What follows belongs to an exercise in optimizing a design on an open flow for small area; a production flow would make more cautious choices.
Where RTL was checked, it was by simulation tests only, not by an equivalence proof against the original.
Power and IR drop assume default switching activity.

==> v37 <==
==> flow/design.v <==
package pct_pkg;
  typedef struct packed {
    logic        valid;
    logic [31:0] pc;
    logic [31:0] r1;
    logic [31:0] r2;
    logic [31:0] r3;
    logic [31:0] r4;
    logic [31:0] r5;
  } retire_t;
  typedef enum logic [2:0] {
    sel_r1 = 3'd0,
    sel_r2 = 3'd1,
    sel_r3 = 3'd2,
    sel_r4 = 3'd3,
    sel_r5 = 3'd4
  } watch_sel_e;
  typedef enum logic [1:0] {
    watch_off    = 2'd0,
    watch_equal  = 2'd1,
    watch_change = 2'd2
  } watch_mode_e;
  typedef struct packed {
    watch_mode_e mode;
    watch_sel_e  sel;
    logic [31:0] value;
    logic [31:0] mask;
  } watch_cfg_t;
  typedef struct packed {
    logic                         valid;
    logic [31:0]                  pc;
    logic [4-1:0] trig_hits;
    logic                         watch_hit;
  } hit_t;
  typedef struct packed {
    logic [31:0]                  pc;
    logic [16-1:0]      stamp;
    logic                         watch_hit;
    logic [4-1:0] trig_hits;
  } trace_rec_t;
  typedef struct packed {
    logic [$clog2(8+1)-1:0] count;
    logic                                 empty;
    logic                                 overflow;
  } fifo_status_t;
endpackage
`timescale 1ns/1ps
module pc_trace_top (
  input  logic                   clks,
  input  logic                   rst_n,
  input  logic                   retire_valid,
  input  logic [31:0]            retire_pc,
  input  logic [31:0]            retire_r1,
  input  logic [31:0]            retire_r2,
  input  logic [31:0]            retire_r3,
  input  logic [31:0]            retire_r4,
  input  logic [31:0]            retire_r5,
  input  logic [8-1:0] paddr,
  input  logic                   psel,
  input  logic                   penable,
  input  logic                   pwrite,
  input  logic [31:0]            pwdata,
  output logic [31:0]            prdata,
  output logic                   pready,
  output logic                   pslverr
);
  logic             enable;
  logic [3:0]       trig_en;
  logic [31:0]      trig_addr [0:3];
  logic [1:0]       mode;       
  logic [2:0]       sel;        
  logic [31:0]      wvalue;
  logic [31:0]      wmask;
  logic             wr_access;
  logic             rd_access;
  logic             trig_sel;
  assign pready  = 1'b1;
  assign pslverr = 1'b0;
  assign wr_access = psel && penable && pwrite;
  assign rd_access = psel && penable && !pwrite;
  assign trig_sel  = (paddr[7:4] == 4'h1);
  always_ff @(posedge clks) begin
    if (!rst_n) begin
      enable  <= 1'b0;
      trig_en <= '0;
      mode    <= 2'd0;
      sel     <= 3'd0;
    end else if (wr_access) begin
      if (paddr == 8'h00) enable <= pwdata[0];
      if (paddr == 8'h04) trig_en <= pwdata[3:0];
      if (paddr == 8'h20) begin
        if (pwdata[1:0] != 2'd3) mode <= pwdata[1:0];
        if (pwdata[6:4] <= 3'd4) sel <= pwdata[6:4];
      end
    end
  end
  always_ff @(posedge clks) begin
    if (wr_access) begin
      if (trig_sel) trig_addr[paddr[3:2]] <= pwdata;
      if (paddr == 8'h24) wvalue <= pwdata;
      if (paddr == 8'h28) wmask <= pwdata;
    end
  end
  logic [3:0]  match;
  logic [31:0] sel_val;
  logic [31:0] prev_val;
  logic        seen_first;
  logic        watch_hit;
  always_comb begin
    for (int i = 0; i < 4; i++) begin
      match[i] = trig_en[i] && (retire_pc == trig_addr[i]);
    end
  end
  always_comb begin
    sel_val = ({32{sel == 3'd0}} & retire_r1) | ({32{sel == 3'd1}} & retire_r2) |
              ({32{sel == 3'd2}} & retire_r3) | ({32{sel == 3'd3}} & retire_r4) |
              ({32{sel[2]}} & retire_r5);
  end
  assign watch_hit = (mode[0] && (((sel_val ^ wvalue) & wmask) == 32'd0)) ||
                     (mode[1] && seen_first && (sel_val != prev_val));
  always_ff @(posedge clks) begin
    if (!rst_n) begin
      seen_first <= 1'b0;
    end else if (!mode[1]) begin
      seen_first <= 1'b0;
    end else if (retire_valid) begin
      seen_first <= 1'b1;
    end
  end
  always_ff @(posedge clks) begin
    if (retire_valid && mode[1]) prev_val <= sel_val;
  end
  logic [31:0] mem_pc    [0:7];
  logic [15:0] mem_stamp [0:7];
  logic [4:0]  mem_hits  [0:7];
  logic [2:0]  wr_ptr, rd_ptr, wr_ptr_d;
  logic [3:0]  count, count_d;
  logic [15:0] stamp, stamp_d;
  logic        overflow;
  logic        hv;       
  logic        pend;     
  logic        empty, full, push_req, do_push, pop, overflow_clr;
  assign empty    = (count == 4'd0);
  assign full     = count[3];
  assign push_req = pend && enable;
  assign do_push  = push_req && !full;
  assign pop      = rd_access && (paddr == 8'h38) && !empty;
  assign overflow_clr = wr_access && (paddr == 8'h00) && pwdata[1];
  always_comb begin
    if (!rst_n) begin
      wr_ptr_d = 3'd0;
      count_d  = 4'd0;
      stamp_d  = 16'd0;
    end else begin
      wr_ptr_d = wr_ptr + 3'(do_push);
      count_d  = count + 4'(do_push) - 4'(pop);
      stamp_d  = stamp + 16'(hv && enable);
    end
  end
  always_ff @(posedge clks) begin
    wr_ptr <= wr_ptr_d;
    count  <= count_d;
    stamp  <= stamp_d;
    if (!rst_n) begin
      rd_ptr   <= 3'd0;
      overflow <= 1'b0;
      hv       <= 1'b0;
      pend     <= 1'b0;
    end else begin
      if (pop) rd_ptr <= rd_ptr + 3'd1;
      if (overflow_clr) overflow <= 1'b0;
      if (push_req && full) overflow <= 1'b1;
      hv   <= retire_valid;
      pend <= retire_valid && ((|match) || watch_hit);
    end
  end
  always_ff @(posedge clks) begin
    if (!count_d[3]) begin
      mem_pc[wr_ptr_d]    <= retire_pc;
      mem_stamp[wr_ptr_d] <= stamp_d;
      mem_hits[wr_ptr_d]  <= {watch_hit, match};
    end
  end
  logic [3:0]  s_ta;
  logic [7:0]  s_hpc, s_hinfo;
  logic        s_val, s_mask, s_ctrl, s_ten, s_cfg, s_stat;
  logic [31:0] rd_or;
  always_comb begin
    for (int k = 0; k < 4; k++) s_ta[k] = trig_sel && (paddr[3:2] == 2'(k));
    for (int i = 0; i < 8; i++) begin
      s_hpc[i]   = (paddr == 8'h34)   && !empty && (rd_ptr == 3'(i));
      s_hinfo[i] = (paddr == 8'h38) && !empty && (rd_ptr == 3'(i));
    end
    s_val  = (paddr == 8'h24);
    s_mask = (paddr == 8'h28);
    s_ctrl = (paddr == 8'h00);
    s_ten  = (paddr == 8'h04);
    s_cfg  = (paddr == 8'h20);
    s_stat = (paddr == 8'h30);
    rd_or = ({32{s_val}} & wvalue) | ({32{s_mask}} & wmask);
    for (int k = 0; k < 4; k++) rd_or = rd_or | ({32{s_ta[k]}} & trig_addr[k]);
    for (int i = 0; i < 8; i++) begin
      rd_or = rd_or | ({32{s_hpc[i]}} & mem_pc[i]);
      rd_or[31:16] = rd_or[31:16] | ({16{s_hinfo[i]}} & mem_stamp[i]);
      rd_or[4:0]   = rd_or[4:0]   | ({5{s_hinfo[i]}} & mem_hits[i]);
    end
    rd_or[0]   = rd_or[0] | (s_ctrl & enable);
    rd_or[3:0] = rd_or[3:0] | ({4{s_ten}} & trig_en) | ({4{s_stat}} & count);
    rd_or[1:0] = rd_or[1:0] | ({2{s_cfg}} & mode);
    rd_or[6:4] = rd_or[6:4] | ({3{s_cfg}} & sel);
    rd_or[8]   = rd_or[8] | (s_stat & empty);
    rd_or[9]   = rd_or[9] | (s_stat & overflow);
    prdata = rd_or;
  end
endmodule
==> flow/flow/run.sh <==
#!/bin/bash
set -uo pipefail
export BUFFER_PORTS_ARGS="-buffer_cell sky130_fd_sc_hd__buf_1"
export CTS_ARGS="-sink_clustering_enable -repair_clock_nets -dont_use_dummy_load -buf_list sky130_fd_sc_hd__clkbuf_8 -sink_clustering_size 16 -sink_clustering_max_diameter 50"
export RECOVER_POWER=100
bash standard.sh > standard.log 2>&1
==> flow/standard.sh <==
#!/bin/bash
# synth_recipe.tcl (not shown) runs the flow's synth.tcl, then flattens the netlist and writes it again
# the make line also repeats each setting of config.mk as NAME=value (left out here)
make -C /OpenROAD-flow-scripts/flow DESIGN_CONFIG=/design/flow/config.mk WORK_HOME=/design/flow/orfs CLKGATE_MAP_FILE= SYNTH_SCRIPT=/design/flow/synth_recipe.tcl "${@:-finish}"
==> flow/config.mk <==
export PLATFORM = sky130hd
export DESIGN_NAME = pc_trace_top
export DESIGN_NICKNAME = pc_trace_top
export VERILOG_FILES = /design/flow/design.v
export SDC_FILE = /design/flow/constraint.sdc
export NUM_CORES = 4
export LEC_CHECK = 0
export CAP_MARGIN = 0
export CORE_MARGIN = 2
export CORE_UTILIZATION = 65
export SLEW_MARGIN = 0
==> flow/constraint.sdc <==
create_clock -name core_clock -period 5.0 [get_ports {clks}]
set_input_delay 1.0000 -clock core_clock [delete_from_list [all_inputs] [get_ports {clks}]]
set_output_delay 1.0000 -clock core_clock [all_outputs]
set_load 0.01 [all_outputs]
==> v12: changes against v37 <==
==> flow/flow/run.sh (replaced) <==
#!/bin/bash
set -uo pipefail
export BUFFER_PORTS_ARGS="-buffer_cell sky130_fd_sc_hd__buf_1"
export CTS_ARGS="-sink_clustering_enable -repair_clock_nets -dont_use_dummy_load -buf_list sky130_fd_sc_hd__clkbuf_8 -sink_clustering_size 16 -sink_clustering_max_diameter 50"
bash standard.sh > standard.log 2>&1
==> v16: changes against v37 <==
--- a/flow/design.v
+++ b/flow/design.v
@@ -129,10 +129,10 @@
   end
   always_ff @(posedge clks) begin
-    if (retire_valid && mode[1]) prev_val <= sel_val;
+    if (retire_valid) prev_val <= sel_val;
   end
   logic [31:0] mem_pc    [0:7];
   logic [15:0] mem_stamp [0:7];
   logic [4:0]  mem_hits  [0:7];
-  logic [2:0]  wr_ptr, rd_ptr, wr_ptr_d;
+  logic [2:0]  rd_ptr, rd_ptr_d, wr_ptr_d;
   logic [3:0]  count, count_d;
   logic [15:0] stamp, stamp_d;
@@ -149,24 +149,23 @@
   always_comb begin
     if (!rst_n) begin
-      wr_ptr_d = 3'd0;
+      rd_ptr_d = 3'd0;
       count_d  = 4'd0;
       stamp_d  = 16'd0;
     end else begin
-      wr_ptr_d = wr_ptr + 3'(do_push);
+      rd_ptr_d = rd_ptr + 3'(pop);
       count_d  = count + 4'(do_push) - 4'(pop);
       stamp_d  = stamp + 16'(hv && enable);
     end
   end
-  always_ff @(posedge clks) begin
-    wr_ptr <= wr_ptr_d;
+  assign wr_ptr_d = rd_ptr_d + count_d[2:0];
+  always_ff @(posedge clks) begin
+    rd_ptr <= rd_ptr_d;
     count  <= count_d;
     stamp  <= stamp_d;
     if (!rst_n) begin
-      rd_ptr   <= 3'd0;
       overflow <= 1'b0;
       hv       <= 1'b0;
       pend     <= 1'b0;
     end else begin
-      if (pop) rd_ptr <= rd_ptr + 3'd1;
       if (overflow_clr) overflow <= 1'b0;
       if (push_req && full) overflow <= 1'b1;
==> flow/flow/run.sh (replaced) <==
#!/bin/bash
# Layout flow: the standard ORFS flow (standard.sh) with
#  - an area-oriented ABC script in synthesis (flow/abc.script); the
#    synthesis is otherwise the standard flow's own (same registers and names),
#  - buf_1 cells as the port buffers,
#  - clkbuf_8 clock tree buffers without dummy loads.
set -euo pipefail
W=$(pwd)
# Synthesis script: the standard flow's own, sourcing a copy of ORFS's synth.tcl whose
# only change is the ABC script it maps with.
python3 - "$W" <<'PY'
import sys
w = sys.argv[1]
s = open(sys.argv[0] if False else __import__('os').environ['FLOW_HOME'] + '/scripts/synth.tcl').read()
anchor = 'source $::env(SCRIPTS_DIR)/synth_preamble.tcl\n'
assert anchor in s
s = s.replace(anchor, anchor + 'set abc_script ' + w + '/flow/abc.script\n'
              'set abc_args [lreplace $abc_args 1 1 $abc_script]\n'
              'puts "Custom ABC script $abc_script"\n')
open(w + '/synth_custom.tcl', 'w').write(s)
b = open(w + '/synth_recipe.tcl').read()
old = 'source $::env(SCRIPTS_DIR)/synth.tcl'
assert old in b
open(w + '/synth_recipe_custom.tcl', 'w').write(b.replace(old, 'source ' + w + '/synth_custom.tcl'))
PY
export BUFFER_PORTS_ARGS="-buffer_cell sky130_fd_sc_hd__buf_1"
export CTS_ARGS="-sink_clustering_enable -repair_clock_nets -dont_use_dummy_load -buf_list sky130_fd_sc_hd__clkbuf_8 -sink_clustering_size 16 -sink_clustering_max_diameter 50"
bash standard.sh SYNTH_SCRIPT="$W/synth_recipe_custom.tcl" finish > standard.log 2>&1
==> flow/flow/abc.script (new file) <==
strash
&get -n
&fraig -x
&put
scorr
dc2
strash
&get -n
&dch -f
&nf -R 1000
&put
Settings changed: CAP_MARGIN 0 to 20, SLEW_MARGIN 0 to 20.
==> results.txt <==
v37 finished but fails on capacitance limit, slew limit. v12 ran to the end with no violations. v16 completed with no timing, DRC or antenna violations.
Final cell count, highest first: v12, v37, v16.
Worst setup slack, highest first: v16, v12, v37.
In clock power, v12 and v16 hardly differ.
Area after synthesis is the same in v37 and v12.
For v16, only the layout was checked, not whether the RTL still works.

re-timing with driven ports:
The flow's constraints put no driver on any port. The routed layouts listed below were extracted and timed again, unchanged, in two steps.
Step 1 assumes that a clkbuf_16 drives the clock port and a buf_2 every other input.
Step 2 times the ports against the registers' clock, not the clock port: input delays grow and output delays shrink by t, the midpoint of the rising clock arrivals with the driver on.
Three values: no drivers, after step 1, after step 2; two values: the first two.
run	t (ns)	setup slack, ns	worst setup path after step 2	worst slew at a driven data input, ns	cell pins on the clock port's net
v37	0.722	0.088 / 0.057 / -0.447	input to register	0.08	1
v12	0.714	0.246 / 0.189 / 0.202	input to register	0.08	1
v16	0.721	0.274 / 0.217 / 0.063	input to register	0.08	1
For v37, which loses most, drivers alone change the setup slack by -0.031 ns; drivers and shift together by -0.535 ns.
